From an optimization exercise on the open Yosys and OpenROAD flow, aimed at small area, a short achievable clock period and few clock cycles per item; shortcuts taken in it are not production practice.
No run shown here included a check of the RTL's function; only the layout flow was run.
No activity file was given, so power comes from the tool's default toggle rates.

==> flow/design.v <==
`timescale 1ns/1ns
module huff_top
(
  input  logic       clk,
  input  logic       rst,
  input  logic       sym_req,
  input  logic [3:0] sym,
  output logic       sym_ack,
  output logic       table_start,
  output logic       table_valid,
  output logic       table_bit,
  output logic       table_done
);
  localparam logic [8:0] WMAX = 9'h1FF;         
  localparam logic [1:0] M_INIT = 2'd0;         
  localparam logic [1:0] M_COLL = 2'd1;         
  localparam logic [1:0] M_WAIT = 2'd2;         
  localparam logic [1:0] M_BLD  = 2'd3;         
  logic [1:0] mode;
  logic [3:0] p;                                
  logic [3:0] rnd;                              
  logic [7:0] blk;                              
  logic       take;
  logic       last_p;
  logic       bld_end;
  logic       wrdy;                             
  assign last_p  = (p == 4'd9);
  assign take    = sym_req & ~sym_ack & (mode == M_COLL);
  assign bld_end = (mode == M_BLD) & last_p & (rnd == 4'd8);
  logic [8:0] w  [10];                          
  logic [2:0] sm [10];                          
  logic [3:0] n;                                
  logic [3:0] n2;                               
  logic [2:0] sm_n2;
  logic [2:0] smq;                              
  assign n  = last_p ? 4'd0 : p + 4'd1;
  assign n2 = (p == 4'd8) ? 4'd0 : (last_p ? 4'd1 : p + 4'd2);
  always_comb
  begin
    sm_n2 = '0;
    for (int i = 0; i < 10; i++)
      if (n2 == 4'(i))
        sm_n2 = sm[i];
  end
  logic [8:0] best_w, sec_w, sum_r;
  logic [3:0] best_i, sec_i, a_r, b_r;
  logic       is_a, is_b;                       
  logic       first;                            
  logic [8:0] sumv;
  logic [8:0] xc;                               
  logic [8:0] xd;                               
  logic       lt_b, lt_s;
  logic [3:0] fa, fb;
  assign sumv = best_w + sec_w;                 
  logic mod_en;                                 
  assign mod_en = (mode == M_BLD) & ~last_p;
  assign xc   = w[0];                           
  assign xd   = ~first ? w[0] : (is_a ? WMAX : (is_b ? sumv : w[0]));
  assign lt_b = (xc <= best_w);                 
  assign lt_s = (xc <= sec_w);
  assign fa   = lt_b ? p : best_i;
  assign fb   = lt_b ? best_i : (lt_s ? p : sec_i);
  always_ff @(posedge clk)
  begin
    for (int i = 0; i < 8; i++)
      w[i+1] <= w[i+2];
    w[9] <= ((mode == M_INIT) || (mode == M_BLD && rnd == 4'd8)) ? 9'd0 : xd;
    if (mode == M_INIT)
      w[0] <= 9'd0;
    else if (mod_en && n == a_r)
      w[0] <= WMAX;
    else if (mod_en && n == b_r)
      w[0] <= first ? sumv : sum_r;
    else
      w[0] <= w[1] + {6'd0, smq};
    smq  <= (mode == M_INIT) ? 3'd0 : sm_n2;
    for (int i = 0; i < 10; i++)
      sm[i] <= ((n2 == 4'(i)) ? 3'd0 : sm[i]) + {2'd0, take && (sym == 4'(i))};
    if (first)
    begin
      best_w <= xd;
      best_i <= p;
      sec_w  <= WMAX;
      sum_r  <= sumv;                           
    end
    else if (lt_b)
    begin
      best_w <= xc;
      best_i <= p;
      sec_w  <= best_w;
      sec_i  <= best_i;
    end
    else if (lt_s)
    begin
      sec_w <= xc;
      sec_i <= p;
    end
    if (mode == M_BLD && last_p)
    begin
      a_r <= fa;
      b_r <= fb;
    end
    else if (mode == M_WAIT)
    begin
      a_r <= 4'd15;
      b_r <= 4'd15;
    end
  end
  logic [7:0] rec [9];                          
  logic [3:0] q;                                
  logic [3:0] ra, rb;
  assign ra = rec[0][7:4];
  assign rb = rec[0][3:0];
  always_ff @(posedge clk)
  begin
    for (int i = 0; i < 8; i++)
      rec[i] <= rec[i+1];
    rec[8] <= (mode == M_BLD && last_p) ? {fa, fb} : rec[0];
  end
  localparam logic [1:0] E_IDLE = 2'd0;
  localparam logic [1:0] E_SYNC = 2'd1;         
  localparam logic [1:0] E_WALK = 2'd2;         
  localparam logic [1:0] E_EMIT = 2'd3;         
  logic [1:0] est;
  logic [3:0] dig;
  logic [3:0] s;                                
  logic [9:0] code;                             
  logic       last_bit;
  assign last_bit = (code[9:1] == 9'd1);
  always_ff @(posedge clk or negedge rst)
  begin
    if (!rst)
    begin
      mode        <= M_INIT;
      p           <= '0;
      rnd         <= '0;
      blk         <= '0;
      sym_ack     <= 1'b0;
      first       <= 1'b1;
      wrdy        <= 1'b0;
      is_a        <= 1'b0;
      is_b        <= 1'b0;
      q           <= '0;
      est         <= E_IDLE;
      table_start <= 1'b0;
      table_valid <= 1'b0;
      table_bit   <= 1'b0;
      table_done  <= 1'b0;
    end
    else
    begin
      p       <= n;
      first   <= last_p;
      sym_ack <= sym_req & (sym_ack | (mode == M_COLL));
      if (take)
        blk <= blk + 8'd1;
      is_a <= 1'b0;
      is_b <= 1'b0;
      if (mode == M_BLD && last_p)
      begin
        is_a <= (rnd != 4'd8) && ~lt_b && (best_i == 4'd0);
        is_b <= (rnd != 4'd8) && (lt_b ? (best_i == 4'd0) : (~lt_s && sec_i == 4'd0));
      end
      case (mode)
        M_INIT:
          if (last_p)
            mode <= M_COLL;
        M_COLL:
          if (take && blk == 8'd255)
            mode <= M_WAIT;
        M_WAIT:
          if (p == 4'd8)
            wrdy <= 1'b1;
          else if (last_p && wrdy)
          begin
            wrdy <= 1'b0;
            mode <= M_BLD;
            rnd  <= '0;
          end
        default:
          if (last_p)
          begin
            rnd <= rnd + 4'd1;
            if (rnd == 4'd8)
              mode <= M_COLL;
          end
      endcase
      q <= (bld_end || q == 4'd8) ? 4'd0 : q + 4'd1;
      table_start <= 1'b0;
      table_valid <= 1'b0;
      table_bit   <= 1'b0;
      table_done  <= 1'b0;
      case (est)
        E_IDLE:
          ;
        E_SYNC:
          if (dig == 4'd10)
          begin
            table_done <= 1'b1;
            est        <= E_IDLE;
          end
          else if (q == 4'd8)
            est <= E_WALK;
        E_WALK:
        begin
          if (s == ra)
          begin
            code <= {code[8:0], 1'b0};
            s    <= rb;
          end
          else if (s == rb)
            code <= {code[8:0], 1'b1};
          if (q == 4'd8)
            est <= E_EMIT;
        end
        default:
        begin
          table_valid <= 1'b1;
          table_bit   <= code[0];
          code        <= {1'b0, code[9:1]};
          if (last_bit)
          begin
            dig <= dig + 4'd1;
            s   <= dig + 4'd1;
            est <= (q == 4'd8 && dig != 4'd9) ? E_WALK : E_SYNC;
          end
        end
      endcase
      if (bld_end)
      begin
        table_start <= 1'b1;
        est         <= E_WALK;
        dig         <= '0;
        s           <= '0;
        code        <= 10'd1;
      end
    end
  end
endmodule
==> flow/run.sh <==
#!/bin/bash
# synth_recipe.tcl (not shown) runs the flow's synth.tcl, then flattens the netlist and writes it again
# the make line also repeats each setting of config.mk as NAME=value (left out here)
make -C /OpenROAD-flow-scripts/flow DESIGN_CONFIG=/design/flow/config.mk WORK_HOME=/design/flow/orfs CLKGATE_MAP_FILE= SYNTH_SCRIPT=/design/flow/synth_recipe.tcl finish
==> flow/config.mk <==
export PLATFORM = sky130hd
export DESIGN_NAME = huff_top
export DESIGN_NICKNAME = huff_top
export VERILOG_FILES = /design/flow/design.v
export SDC_FILE = /design/flow/constraint.sdc
export NUM_CORES = 4
export LEC_CHECK = 0
export CAP_MARGIN = 20
export CORE_MARGIN = 2
export CORE_UTILIZATION = 40
export PLACE_DENSITY = 0.6
export SLEW_MARGIN = 20
==> flow/constraint.sdc <==
create_clock -name core_clock -period 5.0 [get_ports {clk}]
set_input_delay 1.0000 -clock core_clock [delete_from_list [all_inputs] [get_ports {clk}]]
set_output_delay 1.0000 -clock core_clock [all_outputs]
set_load 0.01 [all_outputs]
==> impl_metrics.yaml, run 1 <==
detailed_routing:
  first_pass_iters: 5
  drt_iter0_markers: 353
  wl_per_cell_um: 14.9
  routed_wl_mm: 19.9
  drc_errors: 0
  drt.antenna.violating_nets: 0
  routed_via_density: 5.01
  num_vias: 6687
status:
  outcome: "finished clean"
timing:
  skew_ns: 0.00668
  holdWs_ns: 0.324
  setup_violations: 0
  setup_tns_ns: 0
  rsz0062_at_grt: "false"
  hold_viol_final: 0
  max-slew-margin-rel: 0.306
  finalCriticalPeriod_ns: 3.53
  slew_violations: 0
  fin_crit_sh: 0.707
  tightest_slew_ns: 1.04
  fmax_mhz: 283
layout:
  multi_input_area_sq_um: 4210
  fin_cells: 1335
  final_nets: 1048
  drive_above_1_share: 0.0694
  mostFrequentLayoutCell: "dfxtp_1"
  diodes: 0
  fin_util: 0.455
  layout.cells.most_common_list: "217 x dfxtp_1, 73 x nor2_1, 67 x ha_1"
  nFillCells: 2509
  seq_area_sq_um: 6340
  syn_to_final_growth_pct: 12.4
clock_tree:
  cts_setup_buffers: 0
  clkSlewWorstSetupHoldPaths_ns: 0.06
  h-tree-depth: 1
  cts_hold_buf: 0
  cts.sinks: 289
  cts_tree: "built"
  root_buffer: "clkbuf_16"
  clockBufferDepth: 3
  cts_buffers: 28
  cts_resized: 0
  clock_latency_ns: 0.53
setup_path:
  cp.arrival_ns: 3.72
  crit_required_ns: 5.18
  r2r_end: "code[7]"
  cp-end-kind: "register"
  crit_type: "reg -> reg"
  crit_fanout: 26
  r2r_slack_ns: 1.47
  r2r_start: "p[0]"
  cp-start-kind: "register"
  startpoint: "p[0]"
  crit_end: "code[7]"
  reg2reg_depth: 6
job:
  maxCapViolCount: 0
global_route:
  grt_pass1_vias: 6599
  antenna_found_initial: 0
  grt_pass1_wl_mm: 33.5
  grt_usage: 0.144
  grt-ovfl-total: 0
  grt_max_degree: 34
pwr:
  p_leak_uw: 0.00518
  power.total_uw: 5830
  powerDensity_nw_per_um2: 479
  irDropWorstVdd_mv: 0.269
synthesis:
  netlist_instances: 958
  synth_cell_types: 73
  synth.yosys.seq_area_share: 0.585
  synthArstFlopShare: 0.114
  synthesis.nets: 1034
  synth_edf_count: 39
  yosysWarnings: 4
  synth_seq_cells: 289
  syn-cell-area_sq_um: 10800
  synth.avg_cell_area_sq_um: 11.3
  synthFlopType: "dfxtp_1"
placement:
  dp_hpwl_mm: 14.1
  gp_congestion: 0.786
  portBuffers: 11
  dp.cells: 1283
floorplanning:
  initial_core_util: 0.404
  core_sq_um: 26800
  die_w_um: 169
  die_h_um: 169
  die-area_sq_um: 28400
  io_pins: 12
  num_rows: 60
min_path:
  hp-class: "reg -> reg"
-- state kept, by name, indices dropped and copies added (netlist names), 2 cells and up --
name / count
w: 90
smq: 3
blk: 8
best_w: 9
est: 2
s: 4
rnd: 4
sum_r: 9
b_r: 4
p: 4
sm: 30
mode: 2
a_r: 4
q: 4
best_i: 4
rec: 72
dig: 4
code: 10
sec_w: 9
sec_i: 4
-- per-stage QoR --
stage	area (sq um)	worst slack, ns
final	12200	1.47
after global routing	12200	1.15
after CTS	12200	1.48
after detailed placement	11300	1.52
after global placement	11300	1.66
after floorplan	10800	2.62
-- critical path, stage by stage, from the launching register on --
cell      delay [ns]
dfrtp_1         0.93
nand2b_1        0.15
nor2_1          0.36
and2_1          0.43
nand2_1         0.27
inv_1           0.55
o21a_1          0.49
-- area by class of cell --
cell class	count	area share
sequential	289	0.520
multi-input combinational	594	0.345
clock buffer	44	0.0674
tap	341	0.0350
inverter	45	0.0139
timing repair buffer	14	0.0105
clock inverter	8	0.00770
-- worst min-delay path by stage --
stage	from	endpoint	slack (ns)	cells past startpoint
floorplan	rec[1][0]	rec[0][0]	0.31	0
global placement	w[7][1]	w[6][1]	0.31	0
detailed placement	rec[1][7]	rec[0][7]	0.31	0
CTS	w[6][2]	w[5][2]	0.32	0
global route	rec[3][0]	rec[2][0]	0.33	0
finish	rec[7][5]	rec[6][5]	0.32	0
-- power by group --
group / internal (uW) / switching [uW]
logic: 419 / 644
registers: 2590 / 113
clock network: 1230 / 834
-- layer usage --
metal / GRT usage / routed length (um) / up-vias
li1: - / - / 3372
met1: 0.198 / 9710 / 3160
met2: 0.232 / 8850 / 116
met3: 0.0245 / 847 / 39
met4: 0.0416 / 527 / 0
met5: 0 / 0 / -
-- cells in the mapped netlist (5+ instances only) --
| cell | count | share of area |
|---|---|---|
| a211oi_1 | 14 | 0.0097 |
| a21o_1 | 7 | 0.0048 |
| a21oi_1 | 35 | 0.016 |
| a31oi_1 | 5 | 0.0029 |
| and2_1 | 29 | 0.017 |
| and3_1 | 10 | 0.0058 |
| buf_2 | 9 | 0.0042 |
| clkbuf_1 | 17 | 0.0059 |
| dfrtp_1 | 32 | 0.074 |
| dfxtp_1 | 217 | 0.40 |
| edfxtp_1 | 39 | 0.11 |
| ha_1 | 67 | 0.077 |
| inv_1 | 45 | 0.016 |
| mux2_2 | 13 | 0.014 |
| mux2i_1 | 24 | 0.022 |
| nand2_1 | 63 | 0.022 |
| nand2b_1 | 15 | 0.0087 |
| nand3_1 | 18 | 0.0083 |
| nand4_1 | 7 | 0.0040 |
| nor2_1 | 73 | 0.025 |
| nor2b_1 | 13 | 0.0075 |
| nor3_1 | 21 | 0.0097 |
| nor4_1 | 6 | 0.0035 |
| o21a_1 | 9 | 0.0062 |
| o21ai_0 | 34 | 0.016 |
| o22a_1 | 5 | 0.0040 |
| o22ai_1 | 7 | 0.0040 |
| xnor2_1 | 31 | 0.025 |
| xor2_1 | 17 | 0.014 |
-- logic make-up after synthesis --
family          after synthesis  synth area share
compound gates              165             0.107
xor+xnor                     48            0.0388
fa+ha+maj                    69            0.0810
buf+inv                      75            0.0274
flops                       289             0.585
mux                          37            0.0357
simple gates                275             0.125
==> run 2, diff against run 1 <==
--- a/flow/config.mk
+++ b/flow/config.mk
@@ -11,2 +11,3 @@
 export PLACE_DENSITY = 0.6
+export SETUP_SLACK_MARGIN = 2.5
 export SLEW_MARGIN = 20
==> run 2 against run 1 <==
Power grew 2.0%. Wire length grew 2.1%. Register-to-register slack gained 1.0 ns. Final cell count grew 1.2%. Clock skew grew 0.0056 ns. Clock power is essentially flat. Worst hold slack lost 0.0056 ns. Critical endpoint is now best_w[8]. Largest power group unchanged.
==> impl_metrics.yaml, run 2 <==
setup_path:
  r2r_start: "best_w[0]"
  crit_fanout: 3
  cp.arrival_ns: 2.76
  cp-start-kind: "register"
  crit_type: "reg -> reg"
  worst-path-buf-inv: 1
  crit_family: "compound AO/OA/AOI/OAI gates"
  r2r_end: "best_w[8]"
  crit_required_ns: 5.27
  r2r_slack_ns: 2.51
  cp-end-kind: "register"
  reg2reg_depth: 9
  slowest_delay_ns: 0.45
  path_cells: "ha_2, inv_1, fa_2, nor2b_1, o31a_1, o21a_1, o41a_1, xnor2_2, a21oi_1"
  critical_path.slowest_cell: "edfxtp_1"
clock_tree:
  root_buffer: "clkbuf_16"
  cts.sinks: 289
  cts_buffers: 28
  h-tree-depth: 1
  cts_tree: "built"
  clkSlewWorstSetupHoldPaths_ns: 0.06
  clockBufferDepth: 3
  clock_latency_ns: 0.53
timing:
  max-slew-margin-rel: 0.410
  fin_crit_sh: 0.497
  hold_viol_final: 0
  fmax_mhz: 402
  rsz0062_at_grt: "true"
  setup_violations: 0
  setup_tns_ns: 0
  tightest_slew_ns: 0.885
  finalCriticalPeriod_ns: 2.49
  skew_ns: 0.0123
  slew_violations: 0
layout:
  fin_util: 0.467
  diodes: 0
  top_register: "w"
  mostFrequentLayoutCell: "dfxtp_1"
  drive_above_1_share: 0.119
  largest_register_ffs: 90
  fin_cells: 1351
  syn_to_final_growth_pct: 15.4
  final_nets: 1064
  layout.cells.most_common_list: "215 x dfxtp_1, 69 x nor2_1, 64 x ha_1"
  top_regs: "w: 90 flops, rec: 72 flops, sm: 30 flops"
global_route:
  grt_max_degree: 34
  antenna_found_initial: 0
  grt_pass1_wl_mm: 33.8
  grt_pass1_vias: 6668
  grt-ovfl-total: 0
  grt_usage: 0.145
synthesis:
  synth_cell_types: 73
  ys_top_cells_by_count: "217 x dfxtp_1, 73 x nor2_1, 67 x ha_1, 63 x nand2_1, 45 x inv_1"
  synth.most_common_cell: "dfxtp_1"
  yosysTopAreaCell: "dfxtp_1"
  synth_seq_cells: 289
  synthArstFlopShare: 0.114
  synth.avg_cell_area_sq_um: 11.3
  synthesis.nets: 1034
  yosysWarnings: 4
  syn-cell-area_sq_um: 10800
  synthFlopType: "dfxtp_1"
  netlist.area_leader.share: 0.401
  synth.yosys.seq_area_share: 0.585
  netlist_instances: 958
  synth_edf_count: 39
  ys_top_cells_by_area: "dfxtp_1 40%, edfxtp_1 11%, ha_1 7.7%"
floorplanning:
  die-area_sq_um: 28400
  initial_core_util: 0.404
  io_pins: 12
  core_sq_um: 26800
  die_w_um: 169
  die_h_um: 169
  num_rows: 60
detailed_routing:
  wl_met1_mm: 9.79
  drt_iter0_markers: 436
  drc_errors: 0
  routed_via_density: 5.07
  wl_met3_um: 749
  wl_per_cell_um: 15.1
  routed.top_layer: "met4"
  wl_met2_mm: 9.18
  num_vias: 6846
  first_pass_iters: 5
  routed_wl_mm: 20.4
  drt.antenna.violating_nets: 0
placement:
  dp_hpwl_mm: 14.1
  portBuffers: 11
  gp_congestion: 0.786
  dp.cells: 1283
min_path:
  min-delay-start: "rec[2][6]"
  holdPathStages: 0
  hold_path_end: "rec[1][6]"
  hp-class: "reg -> reg"
pwr:
  p_switching_uw: 1640
  irDropWorstVdd_mv: 0.269
  powerDensity_nw_per_um2: 476
  p_leak_uw: 0.00525
  switching_share: 0.276
  pwr-share-clk: 0.347
  internal_power_uw: 4310
  comb_power_share: 0.196
  power_frac_seq: 0.456
job:
  maxCapViolCount: 0
status:
  outcome: "finished clean"
run 2: power groups by stage:
stage / logic (uW) / registers [uW] / clock network, uW
after floorplan: 801 / 2720 / 0
after global routing: 1310 / 2740 / 2230
after detailed placement: 1050 / 2760 / 0
after global placement: 1040 / 2750 / 0
after CTS: 1090 / 2710 / 2130
final: 1170 / 2710 / 2070
run 2: repair_timing:
action                                  CTS  global route
resized for setup                        24            26
pin swaps                                 3             5
hold buffers                              0             0
buffers inserted                          8             7
gates cloned                              1             0
endpoints found under the setup margin  123            75
run 2: per-stage QoR:
| step | hold slack [ns] | power [uW] | cell area (sq um) | setup slack (ns) |
|---|---|---|---|---|
| floorplan | 0.310 | 3520 | 10800 | 2.62 |
| global placement | 0.310 | 3790 | 11300 | 1.66 |
| detailed placement | 0.312 | 3810 | 11300 | 1.52 |
| CTS | 0.325 | 5920 | 12300 | 2.51 |
| global route | 0.329 | 6280 | 12500 | 2.43 |
| finish | 0.318 | 5950 | 12500 | 2.51 |
run 2: routing by layer:
layer / GRT usage / vias to the layer above
met5: 0 / -
met4: 0.0472 / 0
met3: 0.0227 / 46
met2: 0.235 / 128
met1: 0.200 / 3265
li1: - / 3407
run 2: area by class of cell:
cell class / count / area (sq um)
Timing Repair inverter: 1 / 5.00
Tap cell: 341 / 427
Multi-Input combinational cell: 594 / 4390
Clock inverter: 8 / 93.8
Fill cell: 2481 / 14300
Clock buffer: 44 / 822
Inverter: 45 / 173
Timing Repair Buffer: 29 / 240
Sequential cell: 289 / 6350
run 2: kinds of logic (layout without fill, tap and decap cells):
kind of cell	Yosys count	in the layout	share of synthesized area
multiplexers	37	37	0.0357
adder cells (fa/ha/maj)	69	69	0.0810
buffers and inverters	75	127	0.0274
XOR/XNOR	48	48	0.0388
AND/OR/NAND/NOR	275	275	0.125
flip-flops	289	289	0.585
AO/OA/AOI/OAI	165	165	0.107
run 2: worst reg2reg max path, stage by stage (launching register included):
cell	delay, ns
edfxtp_1	0.45
ha_2	0.24
inv_1	0.09
fa_2	0.21
nor2b_1	0.06
o31a_1	0.26
o21a_1	0.22
o41a_1	0.40
xnor2_2	0.22
a21oi_1	0.09
run 2: worst max-delay path by stage:
stage,from,to,slack [ns],depth (start not counted)
6_report,best_w[0],best_w[8],2.51,9
4_1_cts,p[1],sm[6][2],2.51,8
2_1_floorplan,sec_w[3],b_r[1],2.62,9
3_5_place_dp,p[0],code[5],1.52,6
3_3_place_gp,p[0],code[3],1.66,6
5_1_grt,best_w[0],best_w[8],2.43,9
==> run 3, diff against run 2 <==
--- a/flow/config.mk
+++ b/flow/config.mk
@@ -11,3 +11,3 @@
 export PLACE_DENSITY = 0.6
-export SETUP_SLACK_MARGIN = 2.5
+export SETUP_SLACK_MARGIN = 3.0
 export SLEW_MARGIN = 20
==> run 3 against run 2 <==
Highest routed layer unchanged. Register-to-register slack gained 0.098 ns. Fmax rose by 4.1%. Wire length rose by 16%. Clock skew up 0.0078 ns.
==> impl_metrics.yaml, run 3 <==
global_route:
  grt-ovfl-total: 0
  grt_max_degree: 37
  antenna_found_initial: 0
  grt_usage: 0.165
  grt_pass1_vias: 7295
  grt_pass1_wl_mm: 38.1
layout:
  final_nets: 1145
  largest_register_ffs: 90
  drive_above_1_share: 0.322
  postLayoutCellArea_sq_um: 14300
  mostFrequentLayoutCell: "dfxtp_1"
  diodes: 0
  syn_to_final_growth_pct: 32.3
  top_register: "w"
  layout.cells.most_common_list: "207 x dfxtp_1, 63 x nor2_1, 56 x buf_4"
  top_regs: "w: 90 flops, rec: 72 flops, sm: 30 flops"
clock_tree:
  cts_hold_buf: 0
  clkSlewWorstSetupHoldPaths_ns: 0.06
  cts_buffers: 29
  root_buffer: "clkbuf_16"
  clockBufferDepth: 3
  cts_tree: "built"
  h-tree-depth: 1
  cts.sinks: 289
  clock_latency_ns: 0.55
placement:
  dp_hpwl_mm: 14.3
  portBuffers: 11
  gp_congestion: 0.841
  dpl-instance-area_sq_um: 11500
synthesis:
  synth.avg_cell_area_sq_um: 11.3
  ys_top_cells_by_count: "217 x dfxtp_1, 73 x nor2_1, 67 x ha_1, 63 x nand2_1, 45 x inv_1"
  synth_seq_cells: 289
  synth.yosys.seq_area_share: 0.585
  netlist_instances: 958
  synth.most_common_cell: "dfxtp_1"
  muxShareOfSynthArea: 0.0357
  synth_fa_ha_area_frac: 0.0810
  yosysTopAreaCell: "dfxtp_1"
  synthSimpleGateAreaFrac: 0.125
  synth_cell_types: 73
  synth-compound-area-share: 0.107
  netlist.area_leader.share: 0.401
  synthArstFlopShare: 0.114
  yosysWarnings: 4
  synth_edf_count: 39
  synthXorXnorAreaFrac: 0.0388
  synth_top_family_by_area: "simple AND/OR/NAND/NOR gates"
  syn-cell-area_sq_um: 10800
  ys_top_cells_by_area: "dfxtp_1 40%, edfxtp_1 11%, ha_1 7.7%"
  synthesis.nets: 1034
  synthFlopType: "dfxtp_1"
pwr:
  powerDensity_nw_per_um2: 496
  irDropWorstVdd_mv: 0.292
  p_leak_uw: 0.00581
min_path:
  hold_path_end: "rec[2][6]"
  min-delay-start: "rec[3][6]"
  holdPathStages: 0
  hp-class: "reg -> reg"
job:
  maxCapViolCount: 0
timing:
  slew_violations: 0
  setup_tns_ns: 0
  rsz0062_at_grt: "true"
  fin_crit_sh: 0.478
  finalCriticalPeriod_ns: 2.39
  skew_ns: 0.0201
  tightest_slew_ns: 0.552
  max-slew-margin-rel: 0.628
  setup_violations: 0
  fmax_mhz: 419
  hold_viol_final: 0
floorplanning:
  initial_core_util: 0.404
  core_sq_um: 26800
  io_pins: 12
  die-area_sq_um: 28400
  die_h_um: 169
  num_rows: 60
  die_w_um: 169
setup_path:
  crit_fanout: 3
  crit_type: "reg -> reg"
  r2r_start: "best_w[2]"
  r2r_end: "a_r[3]"
  crit_required_ns: 5.29
  cp.arrival_ns: 2.68
  r2r_slack_ns: 2.61
  cp-start-kind: "register"
  reg2reg_depth: 9
  cp-end-kind: "register"
detailed_routing:
  wl_per_cell_um: 16.5
  num_vias: 7319
  drt_iter0_markers: 398
  first_pass_iters: 4
  routed_wl_mm: 23.6
  drc_errors: 0
  drt.antenna.violating_nets: 0
  routed_via_density: 5.11
status:
  outcome: "finished clean"
## run 3: cell counts after synthesis
Identical to the previous run, type by type.
## run 3: routing by layer
| layer | up-vias | GRT usage | part of all wire |
|---|---|---|---|
| li1 | 3586 | - | - |
| met1 | 3569 | 0.226 | 0.47 |
| met2 | 126 | 0.272 | 0.48 |
| met3 | 38 | 0.0229 | 0.036 |
| met4 | 0 | 0.0480 | 0.022 |
| met5 | - | 0 | 0 |
## run 3: what timing repair did
action,4_1_cts,5_1_grt
buffers inserted,73,19
endpoints found under the setup margin,158,137
gates resized for setup,198,67
cloned,6,0
pin swaps,61,32
## run 3: how the worst max path moves through the flow
stage              start        end  slack [ns]  cells past startpoint
6_report       best_w[2]     a_r[3]        2.61                      9
5_1_grt        best_w[0]  best_w[8]        2.53                      9
4_1_cts        best_w[0]    w[0][8]        2.69                      9
3_5_place_dp        p[0]     dig[0]        1.71                      7
3_3_place_gp        p[0]     dig[0]        1.86                      7
2_1_floorplan    w[0][2]     b_r[1]        2.80                      8
## run 3: where the power goes
group | internal [uW] | switching, uW
Sequential | 2600 | 136
Combinational | 1130 | 1090
Clock | 1260 | 897
Total | 4990 | 2130
## run 3: layout make-up
| class | instances | area [sq um] |
|---|---|---|
| Timing Repair inverter | 2 | 12.5 |
| Clock buffer | 35 | 768 |
| Fill cell | 2229 | 12500 |
| Inverter | 45 | 179 |
| Tap cell | 341 | 427 |
| Timing Repair Buffer | 105 | 957 |
| Clock inverter | 19 | 193 |
| Multi-Input combinational cell | 597 | 5430 |
| Sequential cell | 289 | 6370 |
## run 3: stage by stage
stage                util  worst slack (ns)  std cells  power (uW)  hold slack [ns]
CTS                 0.519              2.69       1414        6900            0.310
global route        0.535              2.53       1433        7420            0.324
detailed placement  0.431              1.71       1281        3930            0.312
finish              0.535              2.61       1433        7120            0.316
global placement    0.431              1.86       1281        3910            0.310
floorplan               -              2.80        958        3640            0.310
## run 3: kinds of logic (layout without fill, tap and decap cells)
kind of cell / count (synthesis) / count (layout)
AND/OR/NAND/NOR: 275 / 275
buffers and inverters: 75 / 206
adder cells (fa/ha/maj): 69 / 69
AO/OA/AOI/OAI: 165 / 168
flip-flops: 289 / 289
XOR/XNOR: 48 / 48
multiplexers: 37 / 37
## run 3: worst max-delay path, cell delays in order, from the launching register on
cell and delay (ns):
edfxtp_1 0.44, inv_1 0.11, ha_4 0.27, nor2_1 0.04, a211o_1 0.32, a21oi_4 0.24
buf_12 0.14, o221ai_4 0.12, buf_6 0.16, or2_2 0.31
==> run 4, diff against run 3 <==
--- a/flow/config.mk
+++ b/flow/config.mk
@@ -11,3 +11,3 @@
 export PLACE_DENSITY = 0.6
-export SETUP_SLACK_MARGIN = 3.0
+export SETUP_SLACK_MARGIN = 3.5
 export SLEW_MARGIN = 20
==> run 4 against run 3 <==
Still clean. Synthesized cell count stayed put. First-iteration DRC count rose by 20%. Final cell count increased by 3.2%. Critical path depth unchanged. Power increased by 8.4%. Sequential cell count is the same. Sequential power is essentially flat. Sequential share of layout area fell by 3.2 points. Clock power rose by 6%. Fmax fell by 1.2%. Global-route usage is 1.0 points higher.
==> impl_metrics.yaml, run 4 <==
status:
  outcome: "finished clean"
floorplanning:
  die_w_um: 169
  num_rows: 60
  die_h_um: 169
  die-area_sq_um: 28400
  initial_core_util: 0.404
  core_sq_um: 26800
  io_pins: 12
detailed_routing:
  wl_per_cell_um: 17.8
  drc_errors: 0
  drt_iter0_markers: 477
  routed_wl_mm: 26.3
  routed_via_density: 5.25
  first_pass_iters: 4
  num_vias: 7767
  drt.antenna.violating_nets: 0
synthesis:
  synth_seq_cells: 289
  synth.yosys.seq_area_share: 0.585
  ys_top_cells_by_area: "dfxtp_1 40%, edfxtp_1 11%, ha_1 7.7%"
  synthesis.nets: 1034
  synth.most_common_cell: "dfxtp_1"
  netlist.area_leader.share: 0.401
  synthArstFlopShare: 0.114
  synthFlopType: "dfxtp_1"
  yosysTopAreaCell: "dfxtp_1"
  netlist_instances: 958
  synth_cell_types: 73
  synth_edf_count: 39
  yosysWarnings: 4
  ys_top_cells_by_count: "217 x dfxtp_1, 73 x nor2_1, 67 x ha_1, 63 x nand2_1, 45 x inv_1"
  synth.avg_cell_area_sq_um: 11.3
  syn-cell-area_sq_um: 10800
layout:
  layout.cells.most_common_list: "208 x dfxtp_1, 92 x buf_4, 52 x nor2_1"
  top_regs: "w: 90 flops, rec: 72 flops, sm: 30 flops"
  nFillCells: 2130
  largest_register_ffs: 90
  mostFrequentLayoutCell: "dfxtp_1"
  drive_above_1_share: 0.417
  final_nets: 1193
  top_register: "w"
  diodes: 0
  seq_area_sq_um: 6370
  syn_to_final_growth_pct: 42.7
  multi_input_area_sq_um: 6050
timing:
  setup_violations: 0
  setup_tns_ns: 0
  max-slew-margin-rel: 0.556
  finalCriticalPeriod_ns: 2.42
  fmax_mhz: 414
  holdWs_ns: 0.318
  tightest_slew_ns: 0.661
  hold_viol_final: 0
  fin_crit_sh: 0.483
  rsz0062_at_grt: "true"
  skew_ns: 0.0130
  slew_violations: 0
clock_tree:
  clock_latency_ns: 0.56
  cts_hold_buf: 0
  root_buffer: "clkbuf_16"
  cts_tree: "built"
  h-tree-depth: 1
  clockBufferDepth: 3
  clkSlewWorstSetupHoldPaths_ns: 0.06
  cts.sinks: 289
  cts_buffers: 29
global_route:
  grt_usage: 0.175
  grt_max_degree: 38
  grt_pass1_wl_mm: 40.2
  grt-ovfl-total: 0
  antenna_found_initial: 0
  grt_pass1_vias: 7708
job:
  maxCapViolCount: 0
pwr:
  p_leak_uw: 0.00621
  powerDensity_nw_per_um2: 499
  irDropWorstVdd_mv: 0.370
placement:
  portBuffers: 11
  dp_hpwl_mm: 14.4
  gp_congestion: 0.825
setup_path:
  reg2reg_depth: 9
  crit_type: "reg -> reg"
  crit_fanout: 6
  cp-end-kind: "register"
  r2r_slack_ns: 2.58
  cp.arrival_ns: 2.71
  crit_required_ns: 5.30
  cp-start-kind: "register"
min_path:
  hp-class: "reg -> reg"
  holdPathStages: 0
## run 4: path summary, 6_finish.rpt
kind | end | from
min in group asynchronous | sym_ack | rst
setup reg to reg | b_r[0] | best_w[0]
hold reg to reg | rec[4][5] | rec[5][5]
max in group asynchronous | p[1] | rst
setup / recovery | b_r[0] | best_w[0]
hold / removal | rec[4][5] | rec[5][5]
## run 4: final cells by class
type | instances | area share
inverter | 45 | 0.0125
timing repair buffer | 152 | 0.0892
clock inverter | 11 | 0.0104
tap | 341 | 0.0276
sequential | 289 | 0.412
clock buffer | 41 | 0.0565
multi-input combinational | 599 | 0.391
timing repair inverter | 1 | 0.000728
## run 4: cell families (layout without fill, tap and decap cells)
family,Yosys count,in the layout,share of synthesized area
AO/OA/AOI/OAI,165,170,0.107
XOR/XNOR,48,48,0.0388
adder cells (fa/ha/maj),69,69,0.0810
buffers and inverters,75,250,0.0274
flip-flops,289,289,0.585
multiplexers,37,37,0.0357
AND/OR/NAND/NOR,275,275,0.125
## run 4: metrics by stage
step / std cells / area, sq um / utilization / setup slack [ns] / power, uW
floorplan: 958 / 11400 / - / 2.80 / 3720
global placement: 1280 / 11800 / 0.439 / 2.01 / 3990
detailed placement: 1280 / 11800 / 0.439 / 1.97 / 4010
CTS: 1446 / 14700 / 0.550 / 2.63 / 7150
global route: 1479 / 15500 / 0.577 / 2.53 / 8020
finish: 1479 / 15500 / 0.577 / 2.58 / 7710
## run 4: repair_timing
action	CTS	global route
gates cloned	6	1
setup buffers	108	32
hold endpoints to repair	0	0
gates resized for setup	263	90
setup endpoints to repair	192	179
pin swaps	82	58
## run 4: critical path: stages (launching register included)
cell      delay (ns)
edfxtp_1        0.43
buf_6           0.16
ha_4            0.15
nand2b_4        0.12
a211o_1         0.30
a21oi_4         0.24
o221ai_4        0.23
buf_6           0.19
nor2_4          0.23
a22oi_2         0.10
## run 4: layer usage
layer	track usage	share of wire	vias up
li1	-	-	3698
met1	0.236	0.45	3802
met2	0.285	0.47	190
met3	0.0290	0.043	77
met4	0.0652	0.040	0
met5	0	0	-
## run 4: where the power goes
part | internal, uW | switching (uW) | leakage [uW]
Clock | 1380 | 923 | 0.000510
Sequential | 2600 | 146 | 0.00261
Combinational | 1370 | 1290 | 0.00309

[separate check: timing with driven ports]
The results above use ideal ports. As a check the final layouts listed here were re-extracted and re-timed, cells and wires unchanged. Step 1 sets driving cells, clkbuf_16 on the clock port and buf_2 on the other inputs (assumed; they add their load-dependent delay and slew). Step 2 also shifts input and output timing later by t, the mid clock arrival at the registers, as if the neighbouring blocks saw the same clock. Slacks: no drivers / after step 1 / after step 2; pairs: no drivers / after step 1.
run | t, ns | setup slack, ns | clock arrival spread, ns | slew at the worst register clock pin (ns)
run 1 | 0.575 | 1.466 / 1.466 / 1.466 | 0.009 / 0.009 | 0.06 / 0.06
run 2 | 0.573 | 2.513 / 2.480 / 2.058 | 0.013 / 0.013 | 0.07 / 0.07
run 3 | 0.591 | 2.611 / 2.611 / 2.373 | 0.021 / 0.021 | 0.06 / 0.06
run 4 | 0.606 | 2.583 / 2.583 / 2.459 | 0.014 / 0.014 | 0.07 / 0.07
After both steps setup and hold are still met in every run listed. The setup slack of run 2, which loses most, moves by -0.033 ns with the drivers and by -0.455 ns with both steps.
